This design comes from an exercise in tuning for small area, a short achievable clock period and few clock cycles per item on the open sky130 flow, not from production work.
The RTL was checked by simulation tests, not by an equivalence proof against the original design.

**flow/flow/run.sh**
```bash
#!/bin/bash
set -euo pipefail
bash standard.sh SETUP_SLACK_MARGIN=5.5 finish > make_finish.log 2>&1
```
**flow/standard.sh**
```bash
#!/bin/bash
# synth_recipe.tcl (not shown) runs the flow's synth.tcl, then flattens the netlist and writes it again
# the make line also repeats each setting of config.mk as NAME=value (left out here)
make -C /OpenROAD-flow-scripts/flow DESIGN_CONFIG=/design/flow/config.mk WORK_HOME=/design/flow/orfs CLKGATE_MAP_FILE= SYNTH_SCRIPT=/design/flow/synth_recipe.tcl "${@:-finish}"
```
**flow/config.mk**
```make
export PLATFORM = sky130hd
export DESIGN_NAME = rms_top
export DESIGN_NICKNAME = rms_top
export VERILOG_FILES = /design/flow/design.v
export SDC_FILE = /design/flow/constraint.sdc
export NUM_CORES = 4
export LEC_CHECK = 0
export ABC_AREA = 1
export CAP_MARGIN = 20
export CORE_MARGIN = 2
export CORE_UTILIZATION = 40
export CTS_BUF_LIST = sky130_fd_sc_hd__clkbuf_8
export SETUP_SLACK_MARGIN = 5
export SLEW_MARGIN = 20
```
**flow/constraint.sdc**
```tcl
create_clock -name core_clock -period 10.0 [get_ports {CLOCK_50}]
set_input_delay 2.0000 -clock core_clock [delete_from_list [all_inputs] [get_ports {CLOCK_50}]]
set_output_delay 2.0000 -clock core_clock [all_outputs]
set_load 0.01 [all_outputs]
```
**flow/design.v**
```verilog
`default_nettype none
package rms_pkg;
	function automatic logic [6:0] seg_of_nibble(input logic [3:0] nibble);
		logic [6:0] seg;
		case (nibble)
			4'h0: seg = 7'h40;
			4'h1: seg = 7'h79;
			4'h2: seg = 7'h24;
			4'h3: seg = 7'h30;
			4'h4: seg = 7'h19;
			4'h5: seg = 7'h12;
			4'h6: seg = 7'h02;
			4'h7: seg = 7'h78;
			4'h8: seg = 7'h00;
			4'h9: seg = 7'h10;
			4'ha: seg = 7'h08;
			4'hb: seg = 7'h03;
			4'hc: seg = 7'h46;
			4'hd: seg = 7'h21;
			4'he: seg = 7'h06;
			default: seg = 7'h0e;
		endcase
		seg_of_nibble = seg;
	endfunction
endpackage
`default_nettype wire
`default_nettype none
module rms_top
(
	input  logic        CLOCK_50,
	input  logic        rst_n,
	input  logic        src_empty,
	input  logic [31:0] src_readdata,
	input  logic        snk_full,
	output logic        src_read,
	output logic        snk_write,
	output logic [31:0] snk_writedata,
	output logic [6:0]  hex0,
	output logic [6:0]  hex1,
	output logic [6:0]  hex2,
	output logic [6:0]  hex3,
	output logic [6:0]  hex4,
	output logic [6:0]  hex5
);
	localparam logic [14:0] BND = 15'b101_0101_0101_0010;
	logic        run_q;
	logic        pend_q;
	logic        vsk_q;
	logic [15:0] xs_q;
	logic        va_q;
	logic [15:0] xa_q;
	logic        vq_q;
	logic [31:0] sq_q;
	logic [34:0] s_q;
	logic        vs_q;
	logic [3:0]  es_q;
	logic [1:0]  ms_q;
	logic [3:0]  e_of_k;
	logic [1:0]  m_of_k;
	logic [2:0]  wcnt_q;
	logic        ov_q;
	logic [15:0] out_q;
	logic [3:0]  pos_q;
	logic        adv;
	logic [7:0]  xh;
	logic [7:0]  xl;
	logic [15:0] sqh;
	logic [15:0] sql;
	logic [15:0] sqm;
	logic [15:0] sqm_q;
	logic [34:0] s_new;
	assign adv = !ov_q || !snk_full;
	assign snk_write = ov_q && !snk_full;
	assign src_read = run_q && !src_empty && !vsk_q && adv;
	assign snk_writedata = {16'h0000, out_q};
	always_ff @(posedge CLOCK_50 or negedge rst_n)
	begin
		if (!rst_n)
		begin
			run_q <= 1'b0;
			pend_q <= 1'b0;
			vsk_q <= 1'b0;
			va_q <= 1'b0;
			vq_q <= 1'b0;
			vs_q <= 1'b0;
			wcnt_q <= '0;
		end
		else
		begin
			run_q <= 1'b1;
			pend_q <= src_read;
			if (adv)
			begin
				va_q <= pend_q || vsk_q;
				vsk_q <= 1'b0;
				vq_q <= va_q;
				vs_q <= vq_q;
				if (vq_q)
					wcnt_q <= wcnt_q + 3'd1;
			end
			else if (pend_q)
				vsk_q <= 1'b1;
		end
	end
	assign xh = xa_q[15:8];
	assign xl = xa_q[7:0];
	assign sqh =
		({16{xh[0]}} & (((16'(xh) >> 1) << 2) | (16'd1 << 0))) +
		({16{xh[1]}} & (((16'(xh) >> 2) << 4) | (16'd1 << 2))) +
		({16{xh[2]}} & (((16'(xh) >> 3) << 6) | (16'd1 << 4))) +
		({16{xh[3]}} & (((16'(xh) >> 4) << 8) | (16'd1 << 6))) +
		({16{xh[4]}} & (((16'(xh) >> 5) << 10) | (16'd1 << 8))) +
		({16{xh[5]}} & (((16'(xh) >> 6) << 12) | (16'd1 << 10))) +
		({16{xh[6]}} & (((16'(xh) >> 7) << 14) | (16'd1 << 12))) +
		({16{xh[7]}} & (((16'(xh) >> 8) << 16) | (16'd1 << 14)));
	assign sql =
		({16{xl[0]}} & (((16'(xl) >> 1) << 2) | (16'd1 << 0))) +
		({16{xl[1]}} & (((16'(xl) >> 2) << 4) | (16'd1 << 2))) +
		({16{xl[2]}} & (((16'(xl) >> 3) << 6) | (16'd1 << 4))) +
		({16{xl[3]}} & (((16'(xl) >> 4) << 8) | (16'd1 << 6))) +
		({16{xl[4]}} & (((16'(xl) >> 5) << 10) | (16'd1 << 8))) +
		({16{xl[5]}} & (((16'(xl) >> 6) << 12) | (16'd1 << 10))) +
		({16{xl[6]}} & (((16'(xl) >> 7) << 14) | (16'd1 << 12))) +
		({16{xl[7]}} & (((16'(xl) >> 8) << 16) | (16'd1 << 14)));
	assign sqm =
		({16{xa_q[8]}} & (16'(xl) << 0)) +
		({16{xa_q[9]}} & (16'(xl) << 1)) +
		({16{xa_q[10]}} & (16'(xl) << 2)) +
		({16{xa_q[11]}} & (16'(xl) << 3)) +
		({16{xa_q[12]}} & (16'(xl) << 4)) +
		({16{xa_q[13]}} & (16'(xl) << 5)) +
		({16{xa_q[14]}} & (16'(xl) << 6)) +
		({16{xa_q[15]}} & (16'(xl) << 7));
	assign s_new = ((wcnt_q == 3'd0) ? 35'd0 : s_q) + 35'(sq_q) + (35'(sqm_q) << 9);
	always_ff @(posedge CLOCK_50)
	begin
		if (pend_q && !adv)
			xs_q <= src_readdata[15:0];
		if (adv)
		begin
			xa_q <= pend_q ? src_readdata[15:0] : xs_q;
			sq_q <= {sqh, sql};
			sqm_q <= sqm;
			if (vq_q)
			begin
				s_q <= s_new;
				es_q <= e_of_k;
				ms_q <= m_of_k;
			end
		end
	end
	function automatic logic [3:0] dstep(input logic [2:0] r, input logic b, input logic [1:0] mm);
		logic q;
		logic [2:0] n;
		logic c1;
		logic c2;
		c1 = !mm[0];
		c2 = !mm[1];
		case (mm)
			2'd0: q = b;
			2'd1: q = r[1] | (r[0] & b);
			2'd2: q = r[2] | (r[1] & (r[0] | b));
			default: q = r[2] | (r[1] & r[0] & b);
		endcase
		n[0] = b ^ q;
		n[1] = r[0] ^ (q & (c1 ^ b));
		n[2] = r[1] ^ (q & (c2 ^ ((r[0] & c1) | (r[0] & b) | (c1 & b))));
		dstep = {q, n};
	endfunction
	logic [15:0][17:0] rem_i;
	logic [15:0][15:0] r_i;
	logic [15:0][2:0]  dr_i;
	logic [15:0][31:0] qs_i;
	logic [15:0][1:0]  mm_i;
	logic [15:0]       v_i;
	logic [15:0][17:0] rem_o;
	logic [15:0][15:0] r_o;
	logic [15:0][2:0]  dr_o;
	logic [15:0][31:0] qs_o;
	always_comb
	begin
		case (wcnt_q)
			3'd0: begin e_of_k = 4'b0001; m_of_k = 2'd0; end
			3'd1: begin e_of_k = 4'b0010; m_of_k = 2'd0; end
			3'd2: begin e_of_k = 4'b0001; m_of_k = 2'd1; end
			3'd3: begin e_of_k = 4'b0100; m_of_k = 2'd0; end
			3'd4: begin e_of_k = 4'b0001; m_of_k = 2'd2; end
			3'd5: begin e_of_k = 4'b0010; m_of_k = 2'd1; end
			3'd6: begin e_of_k = 4'b0001; m_of_k = 2'd3; end
			default: begin e_of_k = 4'b1000; m_of_k = 2'd0; end
		endcase
	end
	logic [34:0] sh;
	logic [1:0]  mm0;
	assign sh = ({35{es_q[0]}} & s_q) | ({35{es_q[1]}} & (s_q >> 1)) |
		({35{es_q[2]}} & (s_q >> 2)) | ({35{es_q[3]}} & (s_q >> 3));
	assign mm0 = ms_q;
	for (genvar j = 0; j < 16; j++)
	begin : g_step
		if (j == 0)
		begin : g_src
			logic [3:0] a1;
			logic [3:0] a2;
			assign a1 = dstep(sh[34:32], sh[31], mm0);
			assign a2 = dstep(a1[2:0], sh[30], mm0);
			assign rem_i[j] = '0;
			assign r_i[j] = '0;
			assign dr_i[j] = a2[2:0];
			assign qs_i[j] = {a1[3], a2[3], sh[29:0]};
			assign mm_i[j] = mm0;
			assign v_i[j] = vs_q;
		end
		else if (BND[j-1])
		begin : g_reg
			logic [17:0] rem_q;
			logic [15:0] r_q;
			logic [2:0]  dr_q;
			logic [31:0] qs_q;
			logic [1:0]  mm_q;
			logic        v_q;
			always_ff @(posedge CLOCK_50)
			begin
				if (adv)
				begin
					rem_q <= rem_o[j-1];
					r_q <= r_o[j-1];
					dr_q <= dr_o[j-1];
					qs_q <= qs_o[j-1] & (32'hffffffff >> (2 * j));
					mm_q <= mm_i[j-1];
				end
			end
			always_ff @(posedge CLOCK_50 or negedge rst_n)
			begin
				if (!rst_n)
					v_q <= 1'b0;
				else if (adv)
					v_q <= v_i[j-1];
			end
			assign rem_i[j] = rem_q;
			assign r_i[j] = r_q;
			assign dr_i[j] = dr_q;
			assign qs_i[j] = qs_q;
			assign mm_i[j] = mm_q;
			assign v_i[j] = v_q;
		end
		else
		begin : g_pass
			assign rem_i[j] = rem_o[j-1];
			assign r_i[j] = r_o[j-1];
			assign dr_i[j] = dr_o[j-1];
			assign qs_i[j] = qs_o[j-1];
			assign mm_i[j] = mm_i[j-1];
			assign v_i[j] = v_i[j-1];
		end
		if (j < 15)
		begin : g_div
			logic [3:0] b1;
			logic [3:0] b2;
			assign b1 = dstep(dr_i[j], qs_i[j][29-2*j], mm_i[j]);
			assign b2 = dstep(b1[2:0], qs_i[j][28-2*j], mm_i[j]);
			assign dr_o[j] = b2[2:0];
			always_comb
			begin
				qs_o[j] = qs_i[j];
				qs_o[j][29-2*j] = b1[3];
				qs_o[j][28-2*j] = b2[3];
			end
		end
		else
		begin : g_nodiv
			assign dr_o[j] = '0;
			assign qs_o[j] = qs_i[j];
		end
		logic [j+2:0] rs;
		logic [j+1:0] tr;
		logic [j+3:0] diff;
		logic         t;
		assign rs = {rem_i[j][j:0], qs_i[j][31-2*j -: 2]};
		if (j == 0)
		begin : g_t0
			assign tr = 2'b01;
		end
		else
		begin : g_tn
			assign tr = {r_i[j][j-1:0], 2'b01};
		end
		assign diff = {1'b0, rs} - {2'b00, tr};
		assign t = !diff[j+3];
		assign rem_o[j] = 18'(t ? diff[j+1:0] : rs[j+1:0]);
		assign r_o[j] = 16'({r_i[j][14:0], t});
	end
	always_ff @(posedge CLOCK_50 or negedge rst_n)
	begin
		if (!rst_n)
		begin
			ov_q <= 1'b0;
			out_q <= '0;
			pos_q <= '0;
		end
		else if (adv)
		begin
			ov_q <= v_i[15];
			if (v_i[15])
			begin
				out_q <= r_o[15];
				pos_q <= (pos_q[2:0] == 3'd0) ? 4'd1 : pos_q + 4'd1;
			end
		end
	end
	assign hex0 = rms_pkg::seg_of_nibble(out_q[3:0]);
	assign hex1 = rms_pkg::seg_of_nibble(out_q[7:4]);
	assign hex2 = rms_pkg::seg_of_nibble(out_q[11:8]);
	assign hex3 = rms_pkg::seg_of_nibble(out_q[15:12]);
	assign hex4 = rms_pkg::seg_of_nibble(pos_q);
	assign hex5 = rms_pkg::seg_of_nibble(4'h0);
endmodule
`default_nettype wire
```
==> results of run 1 <==
sequential cells by signal (all words and copies together), names as in the netlist:
| register | flops |
|---|---|
| ms_q | 2 |
| wcnt_q | 3 |
| g_step.genblk1.g_reg.v_q | 7 |
| xs_q | 16 |
| g_step.genblk1.g_reg.qs_q | 100 |
| sqm_q | 16 |
| g_step.genblk1.g_reg.dr_q | 18 |
| vsk_q | 1 |
| sq_q | 30 |
| xa_q | 16 |
| es_q | 4 |
| out_q | 16 |
| va_q | 1 |
| s_q | 35 |
| pos_q | 4 |
| vq_q | 1 |
| vs_q | 1 |
| run_q | 1 |
| g_step.genblk1.g_reg.rem_q | 69 |
| g_step.genblk1.g_reg.r_q | 62 |
| pend_q | 1 |
| g_step.genblk1.g_reg.mm_q | 12 |
| ov_q | 1 |
worst max-delay path: stages:
cell             delay, ns
clkdlybuf4s15_1       0.20
nor4_4                0.28
buf_2                 0.17
worst paths after layout:
path                                                  startpoint                                to  slack, ns  depth (start not counted)
worst max-delay path                                   src_empty                          src_read       5.34                          3
min in group asynchronous                                  rst_n                          pos_q[2]       1.43                          2
worst min-delay path            g_step[11].genblk1.g_reg.qs_q[1]  g_step[13].genblk1.g_reg.qs_q[1]       0.41                          0
max in group asynchronous                                  rst_n                         wcnt_q[0]       8.11                          2
worst min register to register  g_step[11].genblk1.g_reg.qs_q[1]  g_step[13].genblk1.g_reg.qs_q[1]       0.41                          0
worst max register to register                           es_q[1]  g_step[2].genblk1.g_reg.qs_q[26]       5.40                         37
final cells by class:
cell class,instances,share of cell area
sequential,417,0.316
timing repair inverter,7,0.00134
clock buffer,83,0.0292
antenna,1,0.0000640
timing repair buffer,411,0.0892
inverter,527,0.0533
multi-input combinational,2494,0.471
clock inverter,52,0.00640
tap,1040,0.0333
cells in the final DEF, fill, tap and decap left out, drive strengths merged, types with 7 or more instances in the layout:
cell and instances:
o22ai 39, nand3b 11, nor3 13, or2 27
clkinvlp 9, edfxtp 380, nor2 206, o21a 9
conb 24, o31ai 15, o211ai 14, buf 340
xnor2 58, inv 557, o21bai 25, clkinv 19
nand2 769, a22oi 7, xor2 171, a31oi 7
ha 335, dfrtp 37, nand3 129, o21ai 280
fa 75, clkbuf 85, a21oi 238, clkdlybuf4s50 64
a211oi 9
synth_stat cells (all sizes together), types with 11 or more instances:
cell and number:
dfrtp 37, nor3 13, o21ai 280, nand3b 11, fa 75, xnor2 58
o31ai 15, a21oi 238, inv 523, o22ai 39, clkbuf 67, o21bai 25
ha 335, nand2 766, xor2 171, buf 30, nor2 205, edfxtp 380
o211ai 14, or2 27, nand3 129
stage by stage:
stage | cell area [um^2] | cells
4_1_cts | 36600 | 4900
5_1_grt | 39100 | 5032
3_5_place_dp | 32900 | 4556
2_1_floorplan | 31400 | 3531
3_3_place_gp | 32900 | 4556
6_report | 39100 | 5032
what timing repair did:
item                                    in CTS  in global routing
endpoints found under the setup margin     114                124
setup buffers                              195                129
pin swaps                                  104                233
gates resized for setup                    179                413
cloned                                      14                  2
hold buffers                                 0                  0
routing by layer:
layer	share of wire	vias up	wire, um	GRT usage
li1	-	12500	-	-
met1	0.41	11300	27400	0.181
met2	0.52	380	34800	0.306
met3	0.031	158	2070	0.0264
met4	0.040	0	2660	0.0636
met5	0	-	0	0
cells by family (layout without fill, tap and decap cells):
kind of cell | count (synthesis) | count (layout) | share of synthesized area
simple gates | 1162 | 1166 | 0.155
compound gates | 664 | 664 | 0.121
buf+inv | 624 | 1080 | 0.0792
flops | 417 | 417 | 0.397
fa+ha+maj | 410 | 410 | 0.183
xor+xnor | 229 | 229 | 0.0648
other cells | 2 | 25 | 0.000242
mux | 1 | 1 | 0.000322
==> results.tsv, run 1 <==
stage	metric	value	unit
synthesis	Yosys reg bits	417	
sta	Final WS setup	5.34	ns
synthesis	top-area cell type share of the netlist area	0.367	
die	Core Footprint	77200	um^2
sta	Slew Viols, Final	0	
sta	worst slew pin tran	0.953	ns
cells_and_area	final layout net count	4379	
grt	largest net degree at the start of global routing	93	
flow_run	maxcap violations	0	
detailed_routing	Vias/cell	4.84	
clock_tree	CTS root buf	clkbuf_8	
detailed_routing	Antenna Nets Post-Route	0	
die	starting density of the core	0.403	
synthesis	cell taking the most area after synthesis	edfxtp_1	
detailed_routing	routed wire length	66900	um
clock_tree	Worst-Skew Late Latency	0.66	ns
setup_path	Crit. End Element	primary output	
sta	Max-slew headroom	0.365	
sta	worst hold margin	0.411	ns
setup_path	startpoint type of the worst setup path	primary input	
detailed_routing	DR pass1 iterations	5	
die	Die Area	79900	um^2
clock_tree	H-tree Lvls	3	
sta	Final Hold Fails	0	
cells_and_area	area of the multi-input gates	18400	um^2
grt	first-pass GRT wire length	107000	um
placement	GP Congestion	0.821	
sta	setup total negative slack	0	ns
synthesis	ys flop type	edfxtp_1	
setup_path	Arr. time, crit path	2.66	ns
synthesis	Synth cell types	59	
placement	Setup WS pre-CTS	3.81	ns
synthesis	EDFF count, synth	380	
synthesis	Synth Cell Area	31100	um^2
cells_and_area	Fill cells	7062	
synthesis	Area contributors post-synth	edfxtp_1, ha_1, nand2_1, inv_1, fa_1	
clock_tree	CTS clock-pin slew for the worst setup and hold paths	0.06	ns
sta	Max Clk Rate	0.215	GHz
clock_tree	clock buffer depth	3	
synthesis	asr flop ratio synth	0.0887	
detailed_routing	DRT iter0 DRCs	1200	
placement	Port Buffers	72	
grt	vias in the first global route	23200	
worst_hold_path	Tightest Hold Check Type	reg2reg	
placement	dpl hpwl	42700	um
die	Boundary Pins	112	
cells_and_area	sequential standard cell area	12300	um^2
run_status	run status	no timing/DRC/antenna violations	
synthesis	synth warn	2	
detailed_routing	vias post-DR	24400	
synthesis	post-synthesis cell count	3509	
cells_and_area	post-layout util	0.506	
cells_and_area	layout cells sized above 1	0.238	
sta	min Tclk post-route	4.66	ns
setup_path	critical path required time	8.00	ns
setup_path	CP max FO	2	
clock_tree	CTS tree	done	
grt	global route total overflow	0	
die	Die Wd	283	um
sta	period utilization	0.466	
setup_path	critical setup path kind	in2out	
synthesis	Mapped Avg Cell Area	8.86	um^2
die	Die H	283	um
sta	skew final	0.0198	ns
cells_and_area	area grow syn2layout	25.7	%
detailed_routing	drt drc	0	
grt	initial antenna violation count	1	
die	num rows	102	
sta	unrepaired setup endpoints after global routing	yes	
synthesis	post-synthesis sequential area ratio	0.397	
clock_tree	CTS Buf Count	75	
detailed_routing	Wirelength per Cell	13.3	um
clock_tree	CTS sink count	417	
sta	Setup-failing EPs final	0	
grt	Total GRT Usage	0.162	
Testbench counts, summed over its fixed seeds: cycles 4,192, items 4,096.
==> run 2: changes to the inputs <==
==> flow/run.sh (new file) <==
#!/bin/bash
# synth_recipe.tcl (not shown) runs the flow's synth.tcl, then flattens the netlist and writes it again
# the make line also repeats each setting of config.mk as NAME=value (left out here)
make -C /OpenROAD-flow-scripts/flow DESIGN_CONFIG=/design/flow/config.mk WORK_HOME=/design/flow/orfs CLKGATE_MAP_FILE= SYNTH_SCRIPT=/design/flow/synth_recipe.tcl finish
--- a/flow/config.mk
+++ b/flow/config.mk
@@ -12,3 +12,4 @@
 export CTS_BUF_LIST = sky130_fd_sc_hd__clkbuf_8
 export SETUP_SLACK_MARGIN = 5
 export SLEW_MARGIN = 20
+export TNS_END_PERCENT = 5
removed: flow/flow/run.sh
removed: flow/standard.sh
==> run 2 against run 1 <==
Net effect: still clean; synthesized cell count stayed put; die area stayed put; sequential share of layout area rose by 2.9 points.
==> results.tsv, run 2 <==
stage	metric	value	unit	change
detailed_routing	Wirelength per Cell	12.5	um	-5.9%
worst_hold_path	Hold Startpoint	g_step[2].genblk1.g_reg.qs_q[10]		
synthesis	post-synthesis cell count	3509		unchanged
clock_tree	clock buffer depth	3		unchanged
setup_path	Worst Reg-to-Reg Cells	34		-8.1%
setup_path	startpoint type of the worst setup path	primary input		
synthesis	Yosys reg bits	417		unchanged
die	Core Footprint	77200	um^2	unchanged
detailed_routing	routed wire length	60400	um	-9.8%
grt	GR peak layer	met2		
synthesis	synth warn	2		unchanged
grt	met1 Usage GRT	0.174		-0.00691
setup_path	Crit. End Element	primary output		
grt	vias in the first global route	22100		-4.7%
setup_path	critical setup path kind	in2out		
worst_hold_path	end of the worst hold path	g_step[5].genblk1.g_reg.qs_q[10]		
cells_and_area	commonest non-fill, non-tap cell in the layout	nand2_1		
cells_and_area	Fill cells	7479		+5.9%
worst_hold_path	Tightest Hold Check Type	reg2reg		
cells_and_area	max reg flops	100		unchanged
sta	Slew Viols, Final	0		unchanged
cells_and_area	biggest regs	g_step.genblk1.g_reg.qs_q (100), g_step.genblk1.g_reg.rem_q (69), g_step.genblk1.g_reg.r_q (62)		
setup_path	CP max FO	2		unchanged
clock_tree	CTS root buf	clkbuf_8		
die	Boundary Pins	112		unchanged
detailed_routing	vias post-DR	23100		-5.0%
cells_and_area	commonest non-fill, non-tap cells in the layout	nand2_1, inv_1, edfxtp_1, ha_1, o21ai_0		
synthesis	Post-synth top cells	nand2_1, inv_1, edfxtp_1		
sta	worst slew pin tran	0.986	ns	+0.0332 ns
clock_tree	CTS clock-pin slew for the worst setup and hold paths	0.06	ns	about the same
sta	period utilization	0.503		+0.0372
cells_and_area	largest register by flop count	g_step.genblk1.g_reg.qs_q		
grt	Total GRT Usage	0.150		-0.0123
synthesis	Mapped Avg Cell Area	8.86	um^2	unchanged
sta	Max Clk Rate	0.199	GHz	-7.4%
clock_tree	H-tree Lvls	3		unchanged
setup_path	FF-to-FF Start	g_step[11].genblk1.g_reg.rem_q[0]		
synthesis	asr flop ratio synth	0.0887		unchanged
placement	Port Buffers	72		unchanged
synthesis	Synth Cell Area	31100	um^2	unchanged
sta	unrepaired setup endpoints after global routing	yes		
placement	dpl hpwl	42300	um	-1.1%
detailed_routing	DRT iter0 DRCs	1016		-15%
grt	initial antenna violation count	2		+1
cells_and_area	area grow syn2layout	15.0	%	
die	starting density of the core	0.403		unchanged
detailed_routing	drt drc	0		unchanged
placement	GP Congestion	0.812		-1.0%
synthesis	post-synthesis sequential area ratio	0.397		unchanged
die	Die Area	79900	um^2	unchanged
worst_hold_path	Min-Delay Path Depth	0		unchanged
detailed_routing	DR pass1 iterations	5		unchanged
detailed_routing	Vias/cell	4.80		-0.91%
sta	Final Hold Fails	0		unchanged
synthesis	Synth cell types	59		unchanged
cells_and_area	layout cells sized above 1	0.117		-0.121
placement	DP Area	32800	um^2	-0.36%
setup_path	r2r endpoint	g_step[13].genblk1.g_reg.rem_q[2]		
grt	largest net degree at the start of global routing	187		+100%
clock_tree	CTS tree	done		
sta	skew final	0.0272	ns	+0.00742 ns
synthesis	top-area cell type share of the netlist area	0.367		unchanged
detailed_routing	Antenna Nets Post-Route	0		unchanged
synthesis	Area contributors post-synth	edfxtp_1, ha_1, nand2_1, inv_1, fa_1		
die	Die Wd	283	um	unchanged
setup_path	Arr. time, crit path	3.03	ns	+0.37 ns
grt	GR Layer Usage met3	0.0258		-0.000659
sta	setup total negative slack	0	ns	unchanged
flow_run	maxcap violations	0		unchanged
grt	first-pass GRT wire length	100000	um	-6.6%
sta	Max-slew headroom	0.343		-0.0221
die	Die H	283	um	unchanged
synthesis	cell taking the most area after synthesis	edfxtp_1		
cells_and_area	post-route cell area	35700	um^2	-8.6%
sta	Final WS setup	4.97	ns	-0.372 ns
clock_tree	Worst-Skew Late Latency	0.66	ns	about the same
synthesis	top-count cell post-synth	nand2_1		
placement	dpl cells	4556		unchanged
sta	min Tclk post-route	5.03	ns	+0.372 ns
setup_path	reg2reg setup slack	5.20	ns	-0.20 ns
grt	global route total overflow	0		unchanged
clock_tree	CTS sink count	417		unchanged
clock_tree	CTS Buf Count	74		-1.3%
die	num rows	102		unchanged
grt	met2 Use GR	0.276		-0.0304
cells_and_area	fin cells	4823		-4.2%
synthesis	EDFF count, synth	380		unchanged
synthesis	ys flop type	edfxtp_1		
sta	Setup-failing EPs final	0		unchanged
run_status	run status	no timing/DRC/antenna violations		
cells_and_area	final layout net count	4171		-4.7%
placement	Setup WS pre-CTS	3.29	ns	-0.525 ns
setup_path	critical path required time	8.00	ns	about the same
run 2: through the flow:
step            util  hold slack (ns)
5_1_grt        0.463            0.410
4_1_cts        0.446            0.408
3_5_place_dp   0.425            0.405
2_1_floorplan      -            0.400
3_3_place_gp   0.425            0.401
6_report       0.463            0.405
run 2: critical path: stages:
cell             delay (ns)
clkdlybuf4s50_1        0.40
nor4_1                 0.32
dlygate4sd2_1          0.31
run 2: what timing repair did:
action,4_1_cts,5_1_grt
pin swaps,11,69
endpoints found under the setup margin,62,99
gates resized for setup,37,129
hold buffers,0,0
setup buffers,16,104
cloned,6,7
run 2: layout make-up:
cell class	instances	area, um^2	area share
Multi-Input combinational cell	2493	16900	0.473
Sequential cell	417	12300	0.345
Inverter	527	2020	0.0567
Timing Repair Buffer	207	1790	0.0500
Tap cell	1040	1300	0.0364
Clock buffer	75	1030	0.0289
Clock inverter	57	307	0.00858
Timing Repair inverter	5	30.0	0.000840
Antenna cell	2	5.00	0.000140
run 2: cell families (layout without fill, tap and decap cells):
group	count (synthesis)	after routing	share of synthesized area
and+or+nand+nor	1162	1165	0.155
AOI/OAI and AO/OA	664	664	0.121
buffers and inverters	624	871	0.0792
DFF	417	417	0.397
adders and majority gates	410	410	0.183
xor gates and xnor gates	229	229	0.0648
other	2	26	0.000242
muxes	1	1	0.000322
run 2: worst max path at each step:
stage                                           from                            endpoint  depth (start not counted)
floorplan           g_step[9].genblk1.g_reg.rem_q[1]  g_step[11].genblk1.g_reg.rem_q[10]                         36
global placement                            snk_full                            src_read                          5
global route                               wcnt_q[1]                             s_q[34]                         36
finish                                     src_empty                            src_read                          3
CTS                                        wcnt_q[1]                             s_q[33]                         30
detailed placement                          snk_full                            src_read                          5
run 2: metal layers:
metal / vias up / part of all wire / wire length (um)
li1: 12100 / - / -
met4: 0 / 0.028 / 1670
met3: 107 / 0.031 / 1860
met1: 10700 / 0.43 / 26000
met2: 263 / 0.51 / 30900
met5: - / 0 / 0
==> run 3: changes to the inputs <==
--- a/flow/config.mk
+++ b/flow/config.mk
@@ -8,8 +8,7 @@
 export ABC_AREA = 1
 export CAP_MARGIN = 20
 export CORE_MARGIN = 2
-export CORE_UTILIZATION = 40
+export CORE_UTILIZATION = 45
 export CTS_BUF_LIST = sky130_fd_sc_hd__clkbuf_8
 export SETUP_SLACK_MARGIN = 5
 export SLEW_MARGIN = 20
-export TNS_END_PERCENT = 5
==> run 3 against run 2 <==
Net effect: utilization rose by 6.8 points; critical path type unchanged; design area rose by 1.7%; area after synthesis did not move; cell count fell by 2.5%; sequential share of layout area fell by 0.56 points; fmax rose by 2.2%.
==> results.tsv, run 3 <==
stage	metric	value	unit	change
synthesis	Area contributors post-synth	edfxtp_1, ha_1, nand2_1, inv_1, fa_1		
placement	Port Buffers	72		unchanged
worst_hold_path	Min-Delay Path Depth	0		unchanged
grt	first-pass GRT wire length	101000	um	+1.0%
die	Boundary Pins	112		unchanged
detailed_routing	Wirelength per Cell	13.1	um	+4.7%
setup_path	WP buf/inv	2		unchanged
synthesis	Post-synth top cells	nand2_1, inv_1, edfxtp_1		
sta	setup total negative slack	0	ns	unchanged
synthesis	post-synthesis cell count	3509		unchanged
sta	min Tclk post-route	4.92	ns	-0.107 ns
setup_path	CP max FO	2		unchanged
cells_and_area	post-layout util	0.531		+0.0677
grt	largest net degree at the start of global routing	78		-58%
detailed_routing	routed wire length	61600	um	+2.1%
clock_tree	CTS Buf Count	77		+4.1%
detailed_routing	DR pass1 iterations	5		unchanged
detailed_routing	vias post-DR	23500		+1.5%
detailed_routing	DRT iter0 DRCs	927		-8.8%
setup_path	Worst path top cell family by delay	buffers and inverters		
detailed_routing	Vias/cell	4.99		+4.1%
sta	Slew Viols, Final	0		unchanged
cells_and_area	area grow syn2layout	16.9	%	
grt	vias in the first global route	22500		+1.4%
sta	period utilization	0.492		-0.0107
grt	initial antenna violation count	1		-1
synthesis	top-count cell post-synth	nand2_1		
die	Die Area	71200	um^2	-11%
synthesis	Yosys reg bits	417		unchanged
clock_tree	CTS root buf	clkbuf_8		
synthesis	post-synthesis sequential area ratio	0.397		unchanged
setup_path	Arr. time, crit path	2.92	ns	-0.11 ns
synthesis	asr flop ratio synth	0.0887		unchanged
synthesis	Mapped Avg Cell Area	8.86	um^2	unchanged
setup_path	FF-to-FF Start	g_step[11].genblk1.g_reg.rem_q[0]		
synthesis	synth warn	2		unchanged
sta	Final Hold Fails	0		unchanged
clock_tree	CTS tree	done		
cells_and_area	Fill cells	6321		-15%
run_status	run status	no timing/DRC/antenna violations		
setup_path	max incr delay on CP	0.44	ns	+0.04 ns
synthesis	Synth cell types	59		unchanged
cells_and_area	layout cells sized above 1	0.138		+0.0213
detailed_routing	drt drc	0		unchanged
setup_path	Crit. End Element	primary output		
cells_and_area	sequential standard cell area	12300	um^2	unchanged
die	starting density of the core	0.454		+0.0514
cells_and_area	final layout net count	4202		+0.74%
setup_path	critical path required time	8.00	ns	about the same
clock_tree	clock buffer depth	3		unchanged
placement	dpl hpwl	42400	um	+0.18%
worst_hold_path	end of the worst hold path	g_step[11].genblk1.g_reg.qs_q[7]		
die	Die H	267	um	-5.6%
clock_tree	CTS sink count	417		unchanged
sta	skew final	0.0219	ns	-0.00531 ns
synthesis	ys flop type	edfxtp_1		
clock_tree	H-tree Lvls	3		unchanged
synthesis	Synth Cell Area	31100	um^2	unchanged
cells_and_area	max reg flops	100		unchanged
sta	worst slew pin tran	0.915	ns	-0.0705 ns
die	Die Wd	267	um	-5.6%
clock_tree	CTS clock-pin slew for the worst setup and hold paths	0.06	ns	about the same
synthesis	EDFF count, synth	380		unchanged
grt	Total GRT Usage	0.169		+0.0195
sta	Setup-failing EPs final	0		unchanged
clock_tree	hold_buf cts	0		unchanged
setup_path	crit path max-delay cell type	clkdlybuf4s50_1		
clock_tree	Worst-Skew Late Latency	0.65	ns	about the same
die	num rows	96		-5.9%
die	Core Footprint	68500	um^2	-11%
cells_and_area	commonest non-fill, non-tap cells in the layout	nand2_1, inv_1, edfxtp_1, ha_1		
placement	GP Congestion	0.804		-0.98%
sta	Max Clk Rate	0.203	GHz	+2.2%
cells_and_area	area of the multi-input gates	17200	um^2	+1.9%
worst_hold_path	Tightest Hold Check Type	reg2reg		
setup_path	worst path cell trace	clkdlybuf4s50_1 > nor4_4 > clkbuf_2		
sta	worst hold margin	0.401	ns	-0.00386 ns
synthesis	top-area cell type share of the netlist area	0.367		unchanged
setup_path	critical setup path kind	in2out		
worst_hold_path	Hold Startpoint	g_step[9].genblk1.g_reg.qs_q[7]		
sta	Max-slew headroom	0.390		+0.0470
setup_path	Worst Reg-to-Reg Cells	34		unchanged
setup_path	r2r endpoint	g_step[13].genblk1.g_reg.rem_q[0]		
detailed_routing	Antenna Nets Post-Route	0		unchanged
setup_path	reg2reg setup slack	5.11	ns	-0.09 ns
setup_path	startpoint type of the worst setup path	primary input		
cells_and_area	commonest non-fill, non-tap cell in the layout	nand2_1		
sta	unrepaired setup endpoints after global routing	yes		
synthesis	cell taking the most area after synthesis	edfxtp_1		
cells_and_area	largest register by flop count	g_step.genblk1.g_reg.qs_q		
flow_run	maxcap violations	0		unchanged
grt	global route total overflow	0		unchanged
cells_and_area	biggest regs	g_step.genblk1.g_reg.qs_q (100), g_step.genblk1.g_reg.rem_q (69), g_step.genblk1.g_reg.r_q (62)		
[run 3: cell counts after synthesis]
No cell type changed its count.
[run 3: logic make-up (layout without fill, tap and decap cells)]
family / Yosys count / after routing / synth area share
and+or+nand+nor: 1162 / 1166 / 0.155
AOI/OAI and AO/OA: 664 / 664 / 0.121
buffers and inverters: 624 / 909 / 0.0792
DFF: 417 / 417 / 0.397
adders and majority gates: 410 / 410 / 0.183
xor gates and xnor gates: 229 / 229 / 0.0648
other: 2 / 25 / 0.000242
muxes: 1 / 1 / 0.000322
[run 3: what timing repair did]
item | 4_1_cts | 5_1_grt
setup endpoints to repair | 62 | 93
gates cloned | 8 | 8
buffers inserted | 34 | 109
hold endpoints to repair | 0 | 0
gates resized for setup | 54 | 184
pin swaps | 15 | 86
[run 3: area by class of cell]
cell class,count,area share
Antenna cell,1,0.0000689
Clock buffer,88,0.0333
Sequential cell,417,0.340
Tap cell,882,0.0304
Clock inverter,55,0.00889
Inverter,527,0.0564
Timing Repair Buffer,233,0.0560
Multi-Input combinational cell,2494,0.474
Timing Repair inverter,6,0.00110
[run 3: per-stage QoR]
stage          cells  cell area [um^2]  worst slack (ns)
2_1_floorplan   3531             31200              5.08
3_3_place_gp    4400             32600              3.44
3_5_place_dp    4400             32600              3.43
4_1_cts         4585             34600              4.97
5_1_grt         4703             36300              4.77
6_report        4703             36300              5.08
[run 3: how the worst max path moves through the flow]
stage / from / cells after the start / endpoint
floorplan: g_step[11].genblk1.g_reg.rem_q[1] / 33 / g_step[13].genblk1.g_reg.rem_q[3]
global placement: snk_full / 5 / src_read
detailed placement: snk_full / 5 / src_read
CTS: src_empty / 3 / src_read
global route: g_step[11].genblk1.g_reg.rem_q[0] / 34 / g_step[13].genblk1.g_reg.rem_q[0]
finish: src_empty / 3 / src_read
[run 3: per-layer routing]
metal | track usage | vias up | wire length, um
li1 | - | 12200 | -
met1 | 0.193 | 10900 | 25700
met2 | 0.319 | 298 | 32000
met3 | 0.0269 | 108 | 1850
met4 | 0.0604 | 0 | 2080
met5 | 0 | - | 0
[run 3: worst register-to-register path, delay by kind of cell (launching register included)]
kind | cells | cell delay (ns)
AO/OA/AOI/OAI | 12 | 1.69
AND/OR/NAND/NOR | 12 | 1.17
buffers and inverters | 7 | 0.62
adder cells (fa/ha/maj) | 2 | 0.60
flip-flops | 1 | 0.43
XOR/XNOR | 1 | 0.13
==> run 4: changes to the inputs <==
==> flow/flow/run.sh (new file) <==
#!/bin/bash
set -euo pipefail
bash standard.sh SETUP_SLACK_MARGIN=5.25 finish > make_finish.log 2>&1
==> flow/standard.sh (new file) <==
#!/bin/bash
# synth_recipe.tcl (not shown) runs the flow's synth.tcl, then flattens the netlist and writes it again
# the make line also repeats each setting of config.mk as NAME=value (left out here)
make -C /OpenROAD-flow-scripts/flow DESIGN_CONFIG=/design/flow/config.mk WORK_HOME=/design/flow/orfs CLKGATE_MAP_FILE= SYNTH_SCRIPT=/design/flow/synth_recipe.tcl "${@:-finish}"
--- a/flow/config.mk
+++ b/flow/config.mk
@@ -8,7 +8,7 @@
 export ABC_AREA = 1
 export CAP_MARGIN = 20
 export CORE_MARGIN = 2
-export CORE_UTILIZATION = 45
+export CORE_UTILIZATION = 40
 export CTS_BUF_LIST = sky130_fd_sc_hd__clkbuf_8
 export SETUP_SLACK_MARGIN = 5
 export SLEW_MARGIN = 20
removed: flow/run.sh
==> run 4 against run 3 <==
Net effect: still clean on timing, DRC and antenna; wire length increased by 5.1%; die area increased by 12%; critical path type unchanged; hold slack improved by 0.0057 ns; design area increased by 4.6%; global-route usage decreased by 1.2 points; synthesized cell count unchanged; sequential share of layout area decreased by 1.5 points.
==> results.tsv, run 4 <==
stage	metric	value	unit	change
grt	Total GRT Usage	0.157		-0.0124
setup_path	Crit. End Element	primary output		
setup_path	CP startpoint	snk_full		
sta	worst slew pin tran	0.893	ns	-0.0220 ns
sta	unrepaired setup endpoints after global routing	yes		
sta	Max Clk Rate	0.210	GHz	+3.2%
synthesis	post-synthesis cell count	3509		unchanged
setup_path	CP max FO	3		+1
die	Die Area	79900	um^2	+12%
cells_and_area	post-layout util	0.492		-0.0384
grt	first-pass GRT wire length	104000	um	+3.0%
clock_tree	H-tree Lvls	3		unchanged
setup_path	reg2reg setup slack	5.28	ns	+0.17 ns
die	Die Wd	283	um	+6.0%
synthesis	asr flop ratio synth	0.0887		unchanged
sta	setup total negative slack	0	ns	unchanged
setup_path	Arr. time, crit path	2.77	ns	-0.15 ns
sta	worst hold margin	0.407	ns	+0.00570 ns
run_status	run status	no timing/DRC/antenna violations		
detailed_routing	DR pass1 iterations	5		unchanged
grt	met2 Use GR	0.296		-0.0227
cells_and_area	commonest non-fill, non-tap cell in the layout	nand2_1		
synthesis	top-count cell post-synth	nand2_1		
sta	skew final	0.0220	ns	+0.0000962 ns
clock_tree	CTS Buf Count	75		-2.6%
sta	Slew Viols, Final	0		unchanged
synthesis	ys flop type	edfxtp_1		
sta	min Tclk post-route	4.77	ns	-0.152 ns
cells_and_area	final layout net count	4298		+2.3%
grt	global route total overflow	0		unchanged
grt	largest net degree at the start of global routing	76		-2.6%
grt	met1 Usage GRT	0.178		-0.0148
synthesis	EDFF count, synth	380		unchanged
setup_path	FF-to-FF Start	g_step[11].genblk1.g_reg.r_q[1]		
synthesis	post-synthesis sequential area ratio	0.397		unchanged
cells_and_area	biggest regs	g_step.genblk1.g_reg.qs_q (100), g_step.genblk1.g_reg.rem_q (69), g_step.genblk1.g_reg.r_q (62)		
synthesis	top-area cell type share of the netlist area	0.367		unchanged
setup_path	startpoint type of the worst setup path	primary input		
clock_tree	CTS sink count	417		unchanged
detailed_routing	routed wire length	64800	um	+5.1%
grt	vias in the first global route	22800		+1.4%
placement	dpl hpwl	42700	um	+0.90%
worst_hold_path	Tightest Hold Check Type	reg2reg		
synthesis	Post-synth top cells	nand2_1, inv_1, edfxtp_1		
die	num rows	102		+6.3%
setup_path	Worst Reg-to-Reg Cells	35		+2.9%
grt	GR Layer Usage met3	0.0259		-0.00109
detailed_routing	Antenna Nets Post-Route	0		unchanged
placement	Port Buffers	72		unchanged
detailed_routing	vias post-DR	24100		+2.6%
cells_and_area	commonest non-fill, non-tap cells in the layout	nand2_1, inv_1, edfxtp_1, ha_1, buf_4		
sta	Final Hold Fails	0		unchanged
cells_and_area	post-route cell area	38000	um^2	+4.6%
detailed_routing	Wirelength per Cell	13.1	um	about the same
clock_tree	Worst-Skew Late Latency	0.66	ns	about the same
placement	GP Congestion	0.806		+0.26%
setup_path	r2r endpoint	g_step[13].genblk1.g_reg.rem_q[2]		
cells_and_area	layout cells sized above 1	0.199		+0.0614
synthesis	Yosys reg bits	417		unchanged
grt	initial antenna violation count	1		unchanged
die	Boundary Pins	112		unchanged
setup_path	critical path endpoint	src_read		
clock_tree	hold_buf cts	0		unchanged
placement	DP Area	32800	um^2	+0.73%
die	Die H	283	um	+6.0%
cells_and_area	area grow syn2layout	22.3	%	
cells_and_area	area of the multi-input gates	18000	um^2	+4.8%
synthesis	cell taking the most area after synthesis	edfxtp_1		
clock_tree	CTS clock-pin slew for the worst setup and hold paths	0.06	ns	about the same
clock_tree	CTS root buf	clkbuf_8		
synthesis	Synth cell types	59		unchanged
cells_and_area	largest register by flop count	g_step.genblk1.g_reg.qs_q		
die	starting density of the core	0.403		-0.0514
sta	Setup-failing EPs final	0		unchanged
detailed_routing	drt drc	0		unchanged
clock_tree	clock buffer depth	3		unchanged
synthesis	Synth Cell Area	31100	um^2	unchanged
sta	period utilization	0.477		-0.0152
grt	GR peak layer	met2		
detailed_routing	DRT iter0 DRCs	1059		+14%
sta	Max-slew headroom	0.404		+0.0147
detailed_routing	Vias/cell	4.87		-2.5%
synthesis	synth warn	2		unchanged
die	Core Footprint	77200	um^2	+13%
flow_run	maxcap violations	0		unchanged
cells_and_area	sequential standard cell area	12300	um^2	unchanged
cells_and_area	max reg flops	100		unchanged
clock_tree	CTS tree	done		
cells_and_area	Fill cells	7174		+13%
setup_path	critical path required time	8.00	ns	about the same
setup_path	critical setup path kind	in2out		
synthesis	Mapped Avg Cell Area	8.86	um^2	unchanged
synthesis	Area contributors post-synth	edfxtp_1, ha_1, nand2_1, inv_1, fa_1		
run 4: repair_timing:
item / CTS / global route
pin swaps: 38 / 175
setup buffers: 91 / 147
gates cloned: 15 / 4
setup endpoints to repair: 84 / 105
gates resized for setup: 98 / 377
run 4: worst min-delay path by stage:
| stage | start | to | slack [ns] | depth (start not counted) |
|---|---|---|---|---|
| 3_3_place_gp | g_step[5].genblk1.g_reg.qs_q[11] | g_step[7].genblk1.g_reg.qs_q[11] | 0.40 | 0 |
| 6_report | g_step[11].genblk1.g_reg.qs_q[1] | g_step[13].genblk1.g_reg.qs_q[1] | 0.41 | 0 |
| 3_5_place_dp | g_step[9].genblk1.g_reg.qs_q[0] | g_step[11].genblk1.g_reg.qs_q[0] | 0.40 | 0 |
| 4_1_cts | g_step[5].genblk1.g_reg.qs_q[15] | g_step[7].genblk1.g_reg.qs_q[15] | 0.41 | 0 |
| 5_1_grt | g_step[2].genblk1.g_reg.qs_q[7] | g_step[5].genblk1.g_reg.qs_q[7] | 0.42 | 0 |
| 2_1_floorplan | g_step[9].genblk1.g_reg.qs_q[0] | g_step[11].genblk1.g_reg.qs_q[0] | 0.40 | 0 |
run 4: worst max-delay path, stage by stage:
cell        delay, ns
buf_16           0.11
nand2_8          0.07
clkinvlp_4       0.13
nor4_4           0.29
buf_2            0.17
run 4: per-layer routing:
metal / wire, um / part of all wire / vias up
li1: - / - / 12300
met1: 26900 / 0.42 / 11300
met2: 33800 / 0.52 / 349
met3: 2000 / 0.031 / 131
met4: 2040 / 0.032 / 0
met5: 0 / 0 / -
run 4: cells by family (layout without fill, tap and decap cells):
| group | Yosys count | count (layout) | synth area share |
|---|---|---|---|
| and+or+nand+nor | 1162 | 1168 | 0.155 |
| AOI/OAI and AO/OA | 664 | 664 | 0.121 |
| buffers and inverters | 624 | 995 | 0.0792 |
| DFF | 417 | 417 | 0.397 |
| adders and majority gates | 410 | 410 | 0.183 |
| xor gates and xnor gates | 229 | 229 | 0.0648 |
| other | 2 | 25 | 0.000242 |
| muxes | 1 | 1 | 0.000322 |
run 4: stage by stage:
| step | instances | setup WS, ns |
|---|---|---|
| after floorplan | 3531 | 5.26 |
| after global placement | 4558 | 3.45 |
| after detailed placement | 4558 | 3.44 |
| after CTS | 4797 | 4.98 |
| after global routing | 4949 | 5.00 |
| final | 4949 | 5.23 |
run 4: cell type report:
type                            count  area share
Tap cell                         1040      0.0342
Antenna cell                        1   0.0000659
Timing Repair inverter              7     0.00132
Inverter                          527      0.0544
Multi-Input combinational cell   2496       0.475
Clock inverter                     54     0.00803
Timing Repair Buffer              328      0.0738
Clock buffer                       79      0.0286
Sequential cell                   417       0.325
==> run 5: changes to the inputs <==
==> flow/run.sh (new file) <==
#!/bin/bash
# synth_recipe.tcl (not shown) runs the flow's synth.tcl, then flattens the netlist and writes it again
# the make line also repeats each setting of config.mk as NAME=value (left out here)
make -C /OpenROAD-flow-scripts/flow DESIGN_CONFIG=/design/flow/config.mk WORK_HOME=/design/flow/orfs CLKGATE_MAP_FILE= SYNTH_SCRIPT=/design/flow/synth_recipe.tcl finish
--- a/flow/config.mk
+++ b/flow/config.mk
@@ -6,9 +6,9 @@
 export NUM_CORES = 4
 export LEC_CHECK = 0
 export ABC_AREA = 1
-export CAP_MARGIN = 20
+export CAP_MARGIN = 0
 export CORE_MARGIN = 2
 export CORE_UTILIZATION = 40
 export CTS_BUF_LIST = sky130_fd_sc_hd__clkbuf_8
 export SETUP_SLACK_MARGIN = 5
-export SLEW_MARGIN = 20
+export SLEW_MARGIN = 0
removed: flow/flow/run.sh
removed: flow/standard.sh
==> run 5 against run 4 <==
Net effect: clock skew up 0.0020 ns; first-iteration DRC count increased by 0.66%; critical endpoint unchanged; design area shrank 5.0%; non-clock buffer count shrank 106; setup slack got worse by 0.15 ns; via count down 3.3%; fmax is 3.1% lower; utilization is 2.5 points lower; sequential share of layout area increased by 1.7 points; still clean; cell count decreased by 2.2%.
==> results.tsv, run 5 <==
stage	metric	value	unit	change
run_status	run status	no timing/DRC/antenna violations		
placement	DP Area	32800	um^2	-0.15%
clock_tree	CTS sink count	417		unchanged
worst_hold_path	Min-Delay Path Depth	0		unchanged
setup_path	max incr delay on CP	0.29	ns	about the same
grt	vias in the first global route	22400		-1.7%
grt	Total GRT Usage	0.154		-0.00269
setup_path	worst path cell trace	clkbuf_4 > nand2_8 > clkinvlp_4 > nor4_4 > clkbuf_2		
placement	GP Congestion	0.822		+1.9%
sta	period utilization	0.492		+0.0152
cells_and_area	biggest regs	g_step.genblk1.g_reg.qs_q (100), g_step.genblk1.g_reg.rem_q (69), g_step.genblk1.g_reg.r_q (62)		
grt	initial antenna violation count	1		unchanged
placement	Port Buffers	72		unchanged
die	Die H	283	um	unchanged
die	Die Wd	283	um	unchanged
detailed_routing	routed wire length	62100	um	-4.2%
setup_path	CP max FO	4		+1
synthesis	Mapped Avg Cell Area	8.86	um^2	unchanged
placement	Setup WS pre-CTS	3.24	ns	-0.199 ns
cells_and_area	final layout net count	4191		-2.5%
synthesis	Post-synth top cells	nand2_1, inv_1, edfxtp_1		
detailed_routing	DR pass1 iterations	5		unchanged
cells_and_area	layout cells sized above 1	0.126		-0.0731
cells_and_area	max reg flops	100		unchanged
detailed_routing	vias post-DR	23300		-3.3%
synthesis	cell taking the most area after synthesis	edfxtp_1		
cells_and_area	commonest non-fill, non-tap cell in the layout	nand2_1		
die	starting density of the core	0.403		unchanged
synthesis	Synth cell types	59		unchanged
sta	setup total negative slack	0	ns	unchanged
grt	first-pass GRT wire length	103000	um	-1.3%
clock_tree	CTS Buf Count	76		+1.3%
die	Boundary Pins	112		unchanged
synthesis	Yosys reg bits	417		unchanged
synthesis	post-synthesis cell count	3509		unchanged
setup_path	Arr. time, crit path	2.92	ns	+0.15 ns
sta	Final Hold Fails	0		unchanged
synthesis	ys flop type	edfxtp_1		
detailed_routing	DRT iter0 DRCs	1066		+0.66%
clock_tree	CTS root buf	clkbuf_8		
sta	worst slew pin tran	0.941	ns	+0.0479 ns
grt	largest net degree at the start of global routing	186		+140%
clock_tree	hold_buf cts	0		unchanged
synthesis	top-area cell type share of the netlist area	0.367		unchanged
clock_tree	CTS tree	done		
clock_tree	CTS clock-pin slew for the worst setup and hold paths	0.06	ns	about the same
detailed_routing	Wirelength per Cell	12.8	um	-2.1%
synthesis	post-synthesis sequential area ratio	0.397		unchanged
synthesis	synth warn	2		unchanged
placement	dpl hpwl	42300	um	-0.91%
sta	Max Clk Rate	0.203	GHz	-3.1%
clock_tree	clock buffer depth	3		unchanged
clock_tree	Worst-Skew Late Latency	0.65	ns	about the same
setup_path	Crit. End Element	primary output		
cells_and_area	largest register by flop count	g_step.genblk1.g_reg.qs_q		
cells_and_area	post-route cell area	36100	um^2	-5.0%
cells_and_area	area grow syn2layout	16.2	%	
cells_and_area	commonest non-fill, non-tap cells in the layout	nand2_1, inv_1, edfxtp_1, ha_1, o21ai_0		
detailed_routing	drt drc	0		unchanged
sta	unrepaired setup endpoints after global routing	yes		
synthesis	Synth Cell Area	31100	um^2	unchanged
grt	global route total overflow	0		unchanged
setup_path	critical path required time	8.00	ns	about the same
die	num rows	102		unchanged
synthesis	EDFF count, synth	380		unchanged
sta	min Tclk post-route	4.92	ns	+0.152 ns
setup_path	crit path max-delay cell type	nor4_4		
setup_path	Worst Reg-to-Reg Cells	32		-8.6%
sta	Setup-failing EPs final	0		unchanged
worst_hold_path	Tightest Hold Check Type	reg2reg		
detailed_routing	Vias/cell	4.81		-1.2%
sta	skew final	0.0240	ns	+0.00197 ns
synthesis	top-count cell post-synth	nand2_1		
setup_path	critical setup path kind	in2out		
flow_run	maxcap violations	0		unchanged
die	Die Area	79900	um^2	unchanged
sta	Final WS setup	5.08	ns	-0.152 ns
die	Core Footprint	77200	um^2	unchanged
setup_path	startpoint type of the worst setup path	primary input		
synthesis	Area contributors post-synth	edfxtp_1, ha_1, nand2_1, inv_1, fa_1		
sta	Slew Viols, Final	0		unchanged
cells_and_area	post-layout util	0.468		-0.0245
clock_tree	H-tree Lvls	3		unchanged
synthesis	asr flop ratio synth	0.0887		unchanged
sta	Max-slew headroom	0.372		-0.0327
detailed_routing	Antenna Nets Post-Route	0		unchanged
[run 5: worst paths after layout]
path | end | start | slack [ns]
worst min register to register | g_step[5].genblk1.g_reg.qs_q[14] | g_step[2].genblk1.g_reg.qs_q[14] | 0.40
worst min-delay path | g_step[5].genblk1.g_reg.qs_q[14] | g_step[2].genblk1.g_reg.qs_q[14] | 0.40
max in group asynchronous | wcnt_q[0] | rst_n | 8.05
worst max register to register | g_step[15].genblk1.g_reg.rem_q[3] | g_step[13].genblk1.g_reg.rem_q[1] | 5.19
worst max-delay path | src_read | snk_full | 5.08
min in group asynchronous | va_q | rst_n | 1.46
[run 5: layout make-up]
type | instances | area [um^2]
diodes | 1 | 2.50
clock buffers | 80 | 1100
clock inverters | 54 | 255
fillers | 7413 | 41100
inverters | 527 | 2040
multi-input cells | 2494 | 17100
flip-flops and latches | 417 | 12300
well taps | 1040 | 1300
repair buffers | 222 | 1930
repair inverters | 7 | 47.5
[run 5: critical path, delay by kind of cell]
kind          cells  cell delay, ns
buf+inv           3            0.50
simple gates      2            0.41
[run 5: cell families (layout without fill, tap and decap cells)]
logic type      after synthesis  after routing  synth area share
fa+ha+maj                   410            410             0.183
flops                       417            417             0.397
other cells                   2             25          0.000242
compound gates              664            664             0.121
mux                           1              1          0.000322
xor+xnor                    229            229            0.0648
buf+inv                     624            890            0.0792
simple gates               1162           1166             0.155
[run 5: stage by stage]
stage / instances / hold WS (ns)
2_1_floorplan: 3531 / 0.400
3_3_place_gp: 4555 / 0.401
3_5_place_dp: 4555 / 0.405
4_1_cts: 4727 / 0.400
5_1_grt: 4842 / 0.419
6_report: 4842 / 0.404
[run 5: timing repair]
| item | CTS | global route |
|---|---|---|
| gates resized for setup | 47 | 156 |
| endpoints found under the setup margin | 63 | 92 |
| setup buffers | 30 | 106 |
| gates cloned | 8 | 8 |
| pin swaps | 12 | 63 |
[run 5: per-layer routing]
| layer | global-route usage | vias to the layer above | share of wire |
|---|---|---|---|
| li1 | - | 12100 | - |
| met5 | 0 | - | 0 |
| met1 | 0.181 | 10800 | 0.43 |
| met2 | 0.286 | 296 | 0.51 |
| met3 | 0.0265 | 104 | 0.032 |
| met4 | 0.0469 | 0 | 0.026 |
==> run 6: changes to the inputs <==
--- a/flow/config.mk
+++ b/flow/config.mk
@@ -6,9 +6,9 @@
 export NUM_CORES = 4
 export LEC_CHECK = 0
 export ABC_AREA = 1
-export CAP_MARGIN = 0
+export CAP_MARGIN = 20
 export CORE_MARGIN = 2
 export CORE_UTILIZATION = 40
 export CTS_BUF_LIST = sky130_fd_sc_hd__clkbuf_8
-export SETUP_SLACK_MARGIN = 5
-export SLEW_MARGIN = 0
+export SETUP_SLACK_MARGIN = 4.5
+export SLEW_MARGIN = 20
==> run 6 against run 5 <==
Net effect: hold slack gained 0.0010 ns; critical endpoint unchanged; clock skew increased by 0.00075 ns.
==> results.tsv, run 6 <==
stage	metric	value	unit	change
setup_path	most used cell, CP	clkdlybuf4s50_1		
die	num rows	102		unchanged
synthesis	post-synthesis cell count	3509		unchanged
clock_tree	hold_buf cts	0		unchanged
grt	largest net degree at the start of global routing	187		+0.54%
sta	min Tclk post-route	5.33	ns	+0.409 ns
synthesis	asr flop ratio synth	0.0887		unchanged
detailed_routing	Antenna Nets Post-Route	0		unchanged
synthesis	Synth Cell Area	31100	um^2	unchanged
setup_path	CP max FO	2		-2
sta	setup total negative slack	0	ns	unchanged
worst_hold_path	Min-Delay Path Depth	0		unchanged
detailed_routing	Wirelength per Cell	12.3	um	-4.0%
sta	worst slew pin tran	0.992	ns	+0.0507 ns
setup_path	crit path max-delay cell type	clkdlybuf4s50_1		
setup_path	startpoint type of the worst setup path	primary input		
synthesis	EDFF count, synth	380		unchanged
detailed_routing	DR pass1 iterations	5		unchanged
cells_and_area	commonest non-fill, non-tap cells in the layout	nand2_1, inv_1, edfxtp_1, ha_1		
placement	DP Area	32800	um^2	about the same
clock_tree	CTS clock-pin slew for the worst setup and hold paths	0.06	ns	about the same
die	Core Footprint	77200	um^2	unchanged
cells_and_area	layout cells sized above 1	0.0706		-0.0557
flow_run	maxcap violations	0		unchanged
sta	skew final	0.0247	ns	+0.000753 ns
synthesis	cell taking the most area after synthesis	edfxtp_1		
setup_path	Worst path top cell family by delay	buffers and inverters		
setup_path	critical setup path kind	in2out		
synthesis	top-area cell type share of the netlist area	0.367		unchanged
sta	Max Clk Rate	0.188	GHz	-7.7%
setup_path	max incr delay on CP	0.60	ns	+0.31 ns
synthesis	ys flop type	edfxtp_1		
synthesis	post-synthesis sequential area ratio	0.397		unchanged
cells_and_area	biggest regs	g_step.genblk1.g_reg.qs_q (100), g_step.genblk1.g_reg.rem_q (69), g_step.genblk1.g_reg.r_q (62)		
cells_and_area	max reg flops	100		unchanged
worst_hold_path	Hold Startpoint	g_step[2].genblk1.g_reg.qs_q[10]		
synthesis	Synth cell types	59		unchanged
setup_path	critical path required time	8.00	ns	about the same
clock_tree	CTS sink count	417		unchanged
grt	global route total overflow	0		unchanged
clock_tree	CTS tree	done		
detailed_routing	vias post-DR	22600		-2.8%
grt	first-pass GRT wire length	99500	um	-3.5%
die	starting density of the core	0.403		unchanged
synthesis	Yosys reg bits	417		unchanged
sta	Final Hold Fails	0		unchanged
detailed_routing	Vias/cell	4.79		-0.37%
synthesis	top-count cell post-synth	nand2_1		
synthesis	Area contributors post-synth	edfxtp_1, ha_1, nand2_1, inv_1, fa_1		
setup_path	r2r endpoint	s_q[34]		
clock_tree	Worst-Skew Late Latency	0.66	ns	about the same
cells_and_area	post-route cell area	34500	um^2	-4.3%
grt	initial antenna violation count	2		+1
cells_and_area	Fill cells	7564		+2.0%
cells_and_area	area of the multi-input gates	16500	um^2	-3.4%
setup_path	Arr. time, crit path	3.33	ns	+0.41 ns
grt	Total GRT Usage	0.149		-0.00571
clock_tree	CTS Buf Count	74		-2.6%
die	Boundary Pins	112		unchanged
placement	Port Buffers	72		unchanged
detailed_routing	DRT iter0 DRCs	1068		+0.19%
cells_and_area	sequential standard cell area	12300	um^2	unchanged
run_status	run status	no timing/DRC/antenna violations		
setup_path	worst path cell trace	clkdlybuf4s50_1 > nor4_1 > clkdlybuf4s50_1		
synthesis	Mapped Avg Cell Area	8.86	um^2	unchanged
setup_path	WP depth	3		-2
clock_tree	H-tree Lvls	3		unchanged
setup_path	Worst Reg-to-Reg Cells	36		+13%
clock_tree	clock buffer depth	3		unchanged
setup_path	reg2reg setup slack	4.91	ns	-0.28 ns
worst_hold_path	Tightest Hold Check Type	reg2reg		
worst_hold_path	end of the worst hold path	g_step[5].genblk1.g_reg.qs_q[10]		
cells_and_area	commonest non-fill, non-tap cell in the layout	nand2_1		
sta	Slew Viols, Final	0		unchanged
setup_path	WP buf/inv	2		-1
cells_and_area	largest register by flop count	g_step.genblk1.g_reg.qs_q		
detailed_routing	routed wire length	58100	um	-6.3%
clock_tree	CTS root buf	clkbuf_8		
synthesis	Post-synth top cells	nand2_1, inv_1, edfxtp_1		
die	Die Wd	283	um	unchanged
setup_path	Crit. End Element	primary output		
setup_path	CP startpoint	src_empty		
die	Die H	283	um	unchanged
placement	GP Congestion	0.812		-1.2%
grt	vias in the first global route	22000		-1.7%
sta	period utilization	0.533		+0.0409
die	Die Area	79900	um^2	unchanged
sta	Max-slew headroom	0.339		-0.0331
cells_and_area	area grow syn2layout	11.1	%	
cells_and_area	final layout net count	4072		-2.8%
detailed_routing	drt drc	0		unchanged
setup_path	FF-to-FF Start	wcnt_q[1]		
placement	dpl hpwl	42300	um	-0.16%
sta	unrepaired setup endpoints after global routing	yes		
synthesis	synth warn	2		unchanged
sta	Setup-failing EPs final	0		unchanged
## run 6: cell types whose count changed in the layout (fill, tap and decap cells not counted), sizes merged, moves of 2 or more
cell      change
buf         -111
clkbuf        -8
nor2          -2
clkinv        +2
clkinvlp      -4
## run 6: logic make-up (layout without fill, tap and decap cells)
group / count (synthesis) / in the layout / synth area share
xor+xnor: 229 / 229 / 0.0648
buf+inv: 624 / 772 / 0.0792
flops: 417 / 417 / 0.397
simple gates: 1162 / 1165 / 0.155
fa+ha+maj: 410 / 410 / 0.183
other cells: 2 / 26 / 0.000242
mux: 1 / 1 / 0.000322
compound gates: 664 / 664 / 0.121
## run 6: area by class of cell
class / instances / share of cell area
clock buffer: 75 / 0.0299
inverter: 527 / 0.0580
timing repair inverter: 4 / 0.000652
timing repair buffer: 109 / 0.0295
antenna: 2 / 0.000145
clock inverter: 57 / 0.00888
sequential: 417 / 0.357
tap: 1040 / 0.0377
multi-input combinational: 2493 / 0.478
## run 6: what timing repair did
| item | in CTS | in global routing |
|---|---|---|
| endpoints found under the setup margin | 33 | 62 |
| gates cloned | 4 | 4 |
| buffers inserted | 4 | 22 |
| gates resized for setup | 13 | 33 |
| pin swaps | 2 | 5 |
## run 6: routing by layer
metal,vias up,part of all wire,global-route usage
met5,-,0,0
met4,0,0.027,0.0526
met3,104,0.033,0.0258
met2,278,0.50,0.273
met1,10400,0.44,0.173
li1,11900,-,-
## run 6: worst max-delay path by stage
stage                                              end
global route                                   s_q[34]
CTS                                           src_read
floorplan           g_step[11].genblk1.g_reg.rem_q[10]
detailed placement                            src_read
global placement                              src_read
finish                                        src_read
## run 6: stage by stage
stage	worst slack, ns	instances	hold WS (ns)	util
after floorplan	4.97	3531	0.400	-
after global placement	3.33	4556	0.401	0.425
after detailed placement	3.29	4556	0.405	0.425
after CTS	4.46	4696	0.408	0.444
after global routing	4.31	4723	0.410	0.447
final	4.67	4724	0.405	0.447

## static timing again, ports no longer ideal
The flow's constraints put no driver on any port. The routed layouts listed below were extracted and timed again, unchanged, in two steps. Step 1 (the two cells are an assumption about what drives the block):
set clk [get_ports {CLOCK_50}]
set_driving_cell -lib_cell sky130_fd_sc_hd__clkbuf_16 $clk
set_driving_cell -lib_cell sky130_fd_sc_hd__buf_2 [delete_from_list [all_inputs] $clk]
Step 2 adds t to the input delays and takes it off the output delays; t is the mean of the earliest and latest rising clock arrival at the registers after step 1. Input paths then give back, and output paths get back, about the clock's delay inside the block. Three values: ideal, step 1, step 2; two values: the first two.
| run | t (ns) | setup slack, ns | worst register clock-pin slew, ns | cell pins on the clock port's net |
|---|---|---|---|---|
| run 1 | 0.705 | 5.344 / 5.320 / 5.320 | 0.06 / 0.06 | 1 |
| run 2 | 0.702 | 4.972 / 4.952 / 4.952 | 0.07 / 0.07 | 1 |
| run 3 | 0.695 | 5.079 / 5.058 / 5.058 | 0.07 / 0.07 | 1 |
| run 4 | 0.706 | 5.231 / 5.170 / 5.170 | 0.07 / 0.07 | 1 |
| run 5 | 0.699 | 5.079 / 5.059 / 5.059 | 0.07 / 0.07 | 1 |
| run 6 | 0.701 | 4.670 / 4.649 / 4.649 | 0.07 / 0.07 | 1 |
After both steps setup and hold are still met in every run listed. The setup slack of run 4, which loses most, moves by -0.061 ns with the drivers and by -0.061 ns with both steps.
